This design comes from an exercise in tuning for small area, a short achievable clock period and few clock cycles per item on the open sky130 flow, not from production work. Only simulation tests tie the RTL to the original design; equivalence was not proved. No activity file was given, so power comes from the tool's default toggle rates.

==> raven <==
## matrix_multiplier
module matrix_multiplier (
    input  logic         clk,
    input  logic         reset_n,
    input  logic         en,
    input  logic [2:0]   r1,
    input  logic [2:0]   c1,
    input  logic [224:0] a_data,
    input  logic [2:0]   r2,
    input  logic [2:0]   c2,
    input  logic [224:0] b_data,
    output logic         busy,
    output logic         is_valid,
    output logic         done,
    output logic [2:0]   r_out,
    output logic [2:0]   c_out,
    output logic [224:0] data_out
);
    logic       act;         
    logic [4:0] grp;         
    logic       match;
    assign match = (c1 == r2);
    logic       g0;          
    assign g0 = ~act;
    logic [5:1] c1d, c2d;
    always_comb begin
        for (int c = 1; c <= 5; c++) begin
            c1d[c] = (int'(c1) == c);
            c2d[c] = (int'(c2) == c);
        end
    end
    logic [5:1] c1q, c2q;
    always_ff @(posedge clk) begin
        c1q <= c1d;
        c2q <= c2d;
    end
    logic [4:0] rq0, cq0, rn0, cn0;
    always_comb begin
        rn0 = 5'd0;
        cn0 = 5'd0;
        case (grp)
            5'd0: begin
                if (c2d[1]) begin rn0[2] = 1'b1; cn0[0] = 1'b1; end
  ...
==> flow/config.mk <==
export PLATFORM = sky130hd
export DESIGN_NAME = matrix_multiplier
export DESIGN_NICKNAME = matrix_multiplier
export VERILOG_FILES = /design/flow/design.v
export SDC_FILE = /design/flow/constraint.sdc
export NUM_CORES = 4
export LEC_CHECK = 0
export CAP_MARGIN = 20
export CORE_MARGIN = 2
export CORE_UTILIZATION = 40
export SLEW_MARGIN = 20
==> flow/constraint.sdc <==
create_clock -name core_clock -period 12.5 [get_ports {clk}]
set_input_delay 2.5000 -clock core_clock [delete_from_list [all_inputs] [get_ports {clk}]]
set_output_delay 2.5000 -clock core_clock [all_outputs]
set_load 0.01 [all_outputs]
standard.sh (not shown) runs the stock make flow with config.mk's settings and CLKGATE_MAP_FILE= SYNTH_SCRIPT=/design/flow/synth_recipe.tcl, a recipe that flattens the netlist after the stock synthesis.
==> flow/flow/run.sh <==
#!/bin/bash
# Layout: the standard flow (standard synthesis included), with plain
# buf_1 cells as the input and output port buffers, and timing repair asked
# to leave 8.5 ns of setup slack at the 12.5 ns clock (a 4.0 ns target).
set -euo pipefail
cd "$(dirname "$0")/.."
export BUFFER_PORTS_ARGS="-buffer_cell sky130_fd_sc_hd__buf_1"
export SETUP_SLACK_MARGIN=8.5
bash standard.sh > standard.log 2>&1
==> violet: changes against raven <==
--- a/flow/design.v
+++ b/flow/design.v
@@ -1454,17 +1454,16 @@
     always_ff @(posedge clk) begin
         for (int t = 0; t < 25; t++) begin
             if (wr && int'(wgrp) == t / 2)
                 res_n[t] <= ~dot[t % 2];
         end
     end
     logic [24:0] shown;
     logic        done_d;     
-    logic [24:0] show_n;
     assign done_d = en & act & (done | (busy & wr & last));
     always_comb begin
         case ({r_out, c_out})
             6'd9: shown = 25'h0000001;
             6'd10: shown = 25'h0000003;
             6'd11: shown = 25'h0000007;
             6'd12: shown = 25'h000000f;
             6'd13: shown = 25'h000001f;
@@ -1486,17 +1485,18 @@
             6'd41: shown = 25'h000001f;
             6'd42: shown = 25'h00003ff;
             6'd43: shown = 25'h0007fff;
             6'd44: shown = 25'h00fffff;
             6'd45: shown = 25'h1ffffff;
             default: shown = 25'd0;
         endcase
     end
+    logic [24:0] show;       
     always_ff @(posedge clk or negedge reset_n) begin
-        if (!reset_n) show_n <= '1;
-        else          show_n <= ~({25{done_d}} & shown);
+        if (!reset_n) show <= '0;
+        else          show <= {25{done_d}} & shown;
     end
     always_comb begin
         for (int t = 0; t < 25; t++)
-            data_out[t * 9 +: 9] = ~(res_n[t] | {9{show_n[t]}});
+            data_out[t * 9 +: 9] = ~res_n[t] & {9{show[t]}};
     end
 endmodule
==> quartz: changes against raven <==
--- a/flow/design.v
+++ b/flow/design.v
@@ -1454,17 +1454,16 @@
     always_ff @(posedge clk) begin
         for (int t = 0; t < 25; t++) begin
             if (wr && int'(wgrp) == t / 2)
                 res_n[t] <= ~dot[t % 2];
         end
     end
     logic [24:0] shown;
     logic        done_d;     
-    logic [24:0] show_n;
     assign done_d = en & act & (done | (busy & wr & last));
     always_comb begin
         case ({r_out, c_out})
             6'd9: shown = 25'h0000001;
             6'd10: shown = 25'h0000003;
             6'd11: shown = 25'h0000007;
             6'd12: shown = 25'h000000f;
             6'd13: shown = 25'h000001f;
@@ -1486,17 +1485,18 @@
             6'd41: shown = 25'h000001f;
             6'd42: shown = 25'h00003ff;
             6'd43: shown = 25'h0007fff;
             6'd44: shown = 25'h00fffff;
             6'd45: shown = 25'h1ffffff;
             default: shown = 25'd0;
         endcase
     end
+    logic [24:0] show;       
     always_ff @(posedge clk or negedge reset_n) begin
-        if (!reset_n) show_n <= '1;
-        else          show_n <= ~({25{done_d}} & shown);
+        if (!reset_n) show <= '0;
+        else          show <= {25{done_d}} & shown;
     end
     always_comb begin
         for (int t = 0; t < 25; t++)
-            data_out[t * 9 +: 9] = ~(res_n[t] | {9{show_n[t]}});
+            data_out[t * 9 +: 9] = ~res_n[t] & {9{show[t]}};
     end
 endmodule
CTS_CLUSTER_DIAMETER = 60   (was unset)
CTS_CLUSTER_SIZE = 30   (was unset)
==> comparison table <==
Setup slack of the most critical reg-to-reg path: raven 8.59 ns; quartz 8.60 ns; violet 8.58 ns
Status: raven timing/DRC/antenna clean; quartz timing/DRC/antenna clean; violet timing/DRC/antenna clean
Global placement routability congestion: raven 1.02; quartz 1.09; violet 1.09
Pin count of the biggest net entering global routing: raven 77; quartz 68; violet 68
Height of the die: raven 308 um; quartz 310 um; violet 310 um
Termination of the worst setup path: raven data_out[98]; quartz data_out[24]; violet data_out[206]
Top achievable clock speed: raven 233 MHz; quartz 240 MHz; violet 238 MHz
Post-layout power: raven 5.39 mW; quartz 5.25 mW; violet 5.41 mW
M2 GR Usage: raven 61.5%; quartz 59.6%; violet 60.0%
Power share of the combinational group: raven 25.2%; quartz 25.3%; violet 24.6%
Count of inverters other than clock inverters in the layout: raven 138; quartz 123; violet 123
Cell Area, Synth: raven 36900 um2; quartz 37500 um2; violet 37500 um2
Power Clock: raven 1.83 mW; quartz 1.72 mW; violet 1.87 mW
Syn nets: raven 4593; quartz 4584; violet 4584
Post-cts repair resize count: raven 270; quartz 168; violet 201
Register-to-Register Path Depth: raven 12; quartz 10; violet 8
R2r endpoint: raven cs1_0[20]$_DFF_P_; quartz cs0_0[12]$_DFF_P_; violet cs0_0[10]$_DFF_P_
Net switching component of the power: raven 1.95 mW; quartz 1.97 mW; violet 1.91 mW
Testbench counts of raven, summed over its fixed seeds: cycles 3,723, items 480.
Testbench counts of violet, summed over its fixed seeds: cycles 3,723, items 480.
Testbench counts of quartz, summed over its fixed seeds: cycles 3,723, items 480.

static timing again, ports no longer ideal:
The results above use ideal ports. As a check the final layouts listed here were re-extracted and re-timed, cells and wires unchanged. Step 1: set_driving_cell puts a clkbuf_16 on clk and a buf_2 on each other input, an assumption about the parent block. Step 2, shift: input delay + t, output delay - t, t = (earliest + latest rising clock arrival at the registers) / 2. This alone moves slack from input paths to output paths. Three values: no drivers, after step 1, after step 2; two values: the first two.
run	shift t [ns]	setup WS [ns]	slew at the worst register clock pin (ns)
raven	0.732	8.212 / 8.141 / 7.795	0.07 / 0.07
violet	0.720	8.302 / 8.232 / 7.875	0.07 / 0.07
quartz	0.714	8.328 / 8.258 / 7.876	0.11 / 0.11
After both steps every run listed still meets setup and hold. For quartz, which loses most, drivers alone change the setup slack by -0.070 ns; drivers and shift together by -0.452 ns.
